What follows belongs to an exercise in optimizing a design on an open flow for small area, a short achievable clock period and few clock cycles; a production flow would make more cautious choices.
In this exercise RTL edits were held to simulation tests only and were not proved equivalent to the original.
Power is estimated from default activity; no workload was simulated.

==> module WordSplitAdd, before the edit <==
module WordSplitAdd #(
    parameter int NB = 2
) (
    input  logic [31:0]   x,
    input  logic [31:0]   y,
    input  logic [31:0]   z,
    input  logic          y0,     
    output logic [31:0]   s0,     
    output logic [NB-1:0] g,      
    output logic [NB-1:0] p,      
    output logic          c31     
);
    localparam int BW = 32 / NB;
    logic [31:0] s, c, w;
    assign s = x ^ y ^ z;
    assign c = (x & y) | (x & z) | (y & z);
    assign w = {c[30:0], y0};
    for (genvar b = 0; b < NB; b++) begin : g_blk
        assign {g[b], s0[b*BW +: BW]} = {1'b0, s[b*BW +: BW]} + {1'b0, w[b*BW +: BW]};
        assign p[b] = &(s[b*BW +: BW] ^ w[b*BW +: BW]);
    end
    assign c31 = c[31];
endmodule
==> module WordFinish, before the edit <==
module WordFinish #(
    parameter int NB = 2
) (
    input  logic [31:0]   s0,
    input  logic [NB-1:0] g,
    input  logic [NB-1:0] p,
    input  logic          cin,
    output logic [31:0]   sum,
    output logic          cout
);
    localparam int BW = 32 / NB;
    logic [NB:0] cb;
    always_comb begin
        for (int b = 0; b <= NB; b++) begin
            logic t;
            t = cin;
            for (int k = 0; k < b; k++) t = t & p[k];
            cb[b] = t;
            for (int k = 0; k < b; k++) begin
                t = g[k];
                for (int j = k + 1; j < b; j++) t = t & p[j];
                cb[b] = cb[b] | t;
            end
        end
    end
    for (genvar b = 0; b < NB; b++) begin : g_blk
        for (genvar i = 0; i < BW; i++) begin : g_bit
            if (i == 0) begin : g_lsb
                assign sum[b*BW] = s0[b*BW] ^ cb[b];
            end else begin : g_up
                assign sum[b*BW + i] = s0[b*BW + i] ^ (cb[b] & (&s0[b*BW +: i]));
            end
        end
    end
    assign cout = cb[NB];
endmodule
==> module p256_mod_add, before the edit <==
module p256_mod_add #(
    parameter int RD_LAT = 3
) (
    input  logic        clk,
    input  logic        rst_n,
    input  logic        ena,
    input  logic [31:0] a_din,
    input  logic [31:0] b_din,
    output logic        rdy,
    output logic [2:0]  a_addr,
    output logic [2:0]  b_addr,
    output logic [2:0]  d_addr,
    output logic        d_wren,
    output logic [31:0] d_dout
);
    localparam int NB = 4;
    logic [3:0]  k_q, k_d;
    logic        r_q, f_q, cin_q;
    logic        bad;
    logic        first, word0;
    logic        m_q, m0_q;
    logic [31:0] s0_q, s0;
    logic [NB-1:0] g_q, p_q, g, p;
    logic        c31_q, c31;
    logic        co;
    logic [31:0] z;
    assign first = k_q == 4'd2;
    assign word0 = k_q == 4'd3;
    assign z = {{30{m_q}}, m_q | first, m0_q};
    WordSplitAdd #(.NB(NB)) u_split (
        .x(a_din), .y(b_din), .z(z), .y0(c31_q & ~first & ~word0),
        .s0(s0), .g(g), .p(p), .c31(c31)
    );
    WordFinish #(.NB(NB)) u_fin (
        .s0(s0_q), .g(g_q), .p(p_q), .cin(cin_q),
        .sum(d_dout), .cout(co)
    );
    assign a_addr = k_q[2:0];
    assign b_addr = k_q[2:0];
    assign d_addr = {~k_q[2], k_q[1:0]};
    assign d_wren = k_q >= 4'd4 && k_q <= 4'd11;
    assign rdy    = k_q == 4'd12;
    assign bad = k_q == 4'd11 && r_q && !(co || c31_q);
    always_comb begin
        k_d = k_q;
        if (bad) begin
            k_d = 4'd15;
        end else if (k_q != 4'd12) begin
            k_d = k_q + 4'd1;
        end
    end
    always_ff @(posedge clk or negedge rst_n) begin
        if (!rst_n) begin
            k_q     <= 4'd15;
            r_q     <= 1'b0;
            f_q     <= 1'b0;
            cin_q   <= 1'b0;
            m_q     <= 1'b0;
            m0_q    <= 1'b0;
        end else if (ena) begin
            k_q <= k_d;
            if (bad) f_q <= 1'b1;
            if (k_q == 4'd3) begin
                r_q   <= (co | c31_q) & ~f_q;
                cin_q <= (co | c31_q) & ~f_q;
            end else begin
                cin_q <= co & (k_q != 4'd2);
            end
            m_q     <= r_q && k_d >= 4'd6 && k_d <= 4'd9;
            m0_q    <= r_q && k_d >= 4'd6 && k_d <= 4'd8;
        end
    end
    always_ff @(posedge clk) begin
        if (ena) begin
            s0_q  <= s0;
            g_q   <= g;
            p_q   <= p;
            c31_q <= c31;
        end
    end
endmodule
Settings: LEC_CHECK=0, ABC_AREA=1, CAP_MARGIN=20, CORE_MARGIN=2, CORE_UTILIZATION=40, SETUP_SLACK_MARGIN=2.9, SLEW_MARGIN=20; clock period 6.0 ns.
standard.sh (not shown) runs the stock make flow with config.mk's settings and CLKGATE_MAP_FILE= SYNTH_SCRIPT=/design/flow/synth_recipe.tcl, a recipe that flattens the netlist after the stock synthesis.
==> flow/flow/run.sh <==
#!/bin/bash
# The standard layout, with the port buffers inserted as the smallest buffer
# (sky130_fd_sc_hd__buf_1) instead of the resizer's default pick; timing repair
# resizes them from there. Each step's full output stays in orfs/logs; make's own
# output goes to standard.log.
set -euo pipefail
export BUFFER_PORTS_ARGS="-buffer_cell sky130_fd_sc_hd__buf_1"
bash standard.sh > standard.log 2>&1
Testbench counts at the start, summed over its fixed seeds: cycles 4,480.
==> next run, changes <==
--- a/flow/design.v
+++ b/flow/design.v
@@ -3,43 +3,45 @@
         256'hffffffff00000001000000000000000000000000ffffffffffffffffffffffff;
     localparam logic [255:0] K_256 =
         256'h00000000fffffffeffffffffffffffffffffffff000000000000000000000001;
 endpackage
 module WordSplitAdd #(
-    parameter int NB = 2
+    parameter int NB = 4,
+    parameter logic [8*NB+7:0] BND = {8'd32, 8'd24, 8'd16, 8'd8, 8'd0}
 ) (
     input  logic [31:0]   x,
     input  logic [31:0]   y,
     input  logic [31:0]   z,
     input  logic          y0,     
     output logic [31:0]   s0,     
     output logic [NB-1:0] g,      
     output logic [NB-1:0] p,      
     output logic          c31     
 );
-    localparam int BW = 32 / NB;
     logic [31:0] s, c, w;
     assign s = x ^ y ^ z;
     assign c = (x & y) | (x & z) | (y & z);
     assign w = {c[30:0], y0};
     for (genvar b = 0; b < NB; b++) begin : g_blk
-        assign {g[b], s0[b*BW +: BW]} = {1'b0, s[b*BW +: BW]} + {1'b0, w[b*BW +: BW]};
-        assign p[b] = &(s[b*BW +: BW] ^ w[b*BW +: BW]);
+        localparam int LO = BND[8*b +: 8];
+        localparam int BW = BND[8*(b+1) +: 8] - LO;
+        assign {g[b], s0[LO +: BW]} = {1'b0, s[LO +: BW]} + {1'b0, w[LO +: BW]};
+        assign p[b] = &(s[LO +: BW] ^ w[LO +: BW]);
     end
     assign c31 = c[31];
 endmodule
 module WordFinish #(
-    parameter int NB = 2
+    parameter int NB = 4,
+    parameter logic [8*NB+7:0] BND = {8'd32, 8'd24, 8'd16, 8'd8, 8'd0}
 ) (
     input  logic [31:0]   s0,
     input  logic [NB-1:0] g,
     input  logic [NB-1:0] p,
     input  logic          cin,
     output logic [31:0]   sum,
     output logic          cout
 );
-    localparam int BW = 32 / NB;
     logic [NB:0] cb;
     always_comb begin
         for (int b = 0; b <= NB; b++) begin
             logic t;
             t = cin;
@@ -51,15 +53,17 @@
                 cb[b] = cb[b] | t;
             end
         end
     end
     for (genvar b = 0; b < NB; b++) begin : g_blk
+        localparam int LO = BND[8*b +: 8];
+        localparam int BW = BND[8*(b+1) +: 8] - LO;
         for (genvar i = 0; i < BW; i++) begin : g_bit
             if (i == 0) begin : g_lsb
-                assign sum[b*BW] = s0[b*BW] ^ cb[b];
+                assign sum[LO] = s0[LO] ^ cb[b];
             end else begin : g_up
-                assign sum[b*BW + i] = s0[b*BW + i] ^ (cb[b] & (&s0[b*BW +: i]));
+                assign sum[LO + i] = s0[LO + i] ^ (cb[b] & (&s0[LO +: i]));
             end
         end
     end
     assign cout = cb[NB];
 endmodule
@@ -76,11 +80,12 @@
     output logic [2:0]  b_addr,
     output logic [2:0]  d_addr,
     output logic        d_wren,
     output logic [31:0] d_dout
 );
-    localparam int NB = 4;
+    localparam int NB = 6;
+    localparam logic [8*NB+7:0] BND = {8'd32, 8'd27, 8'd22, 8'd17, 8'd12, 8'd6, 8'd0};
     logic [3:0]  k_q, k_d;
     logic        r_q, f_q, cin_q;
     logic        bad;
     logic        first, word0;
     logic        m_q, m0_q;
@@ -90,15 +95,15 @@
     logic        co;
     logic [31:0] z;
     assign first = k_q == 4'd2;
     assign word0 = k_q == 4'd3;
     assign z = {{30{m_q}}, m_q | first, m0_q};
-    WordSplitAdd #(.NB(NB)) u_split (
+    WordSplitAdd #(.NB(NB), .BND(BND)) u_split (
         .x(a_din), .y(b_din), .z(z), .y0(c31_q & ~first & ~word0),
         .s0(s0), .g(g), .p(p), .c31(c31)
     );
-    WordFinish #(.NB(NB)) u_fin (
+    WordFinish #(.NB(NB), .BND(BND)) u_fin (
         .s0(s0_q), .g(g_q), .p(p_q), .cin(cin_q),
         .sum(d_dout), .cout(co)
     );
     assign a_addr = k_q[2:0];
     assign b_addr = k_q[2:0];
Wire length is lower by 4.0%. Clock skew is lower by 0.0036 ns. Power is lower by 17%. Clock power is higher by 12%. Clock-buffer cell count stays the same. Sequential share of layout area is higher by 2.8 points. Final cell count is lower by 6.6%. Sequential power is lower by 8.6%. Worst setup slack improved by 0.013 ns. Die area is lower by 0.43%. Final area is lower by 1.3%. Critical path depth is higher by 2. Worst hold slack improved by 0.012 ns.
Testbench counts after the change, summed over its fixed seeds: cycles 4,480.

==> re-timing with driven ports <==
In the flow no input, the clock included, has a driving cell. The finished layouts below were timed again as built, in two steps.
Step 1, drivers: a clkbuf_16 drives clk and a buf_2 each remaining input, both assumed.
Step 2 moves the port delays by t, midway between the first and last clock arrival at a register: inputs arrive t later, outputs are due t later. That takes back most of the time a late clock gives input paths.
a / b / c = ideal ports / drivers / drivers and shift; a / b = the first two.
| run | t, ns | slack for setup (ns) | slew at the worst register clock pin (ns) |
|---|---|---|---|
| the first run | 0.321 | 2.957 / 2.929 / 2.714 | 0.09 / 0.09 |
| the second run | 0.336 | 2.971 / 2.940 / 2.720 | 0.10 / 0.10 |
After both steps setup and hold are still met in every run listed. The setup slack of the second run, which loses most, moves by -0.031 ns with the drivers and by -0.251 ns with both steps.
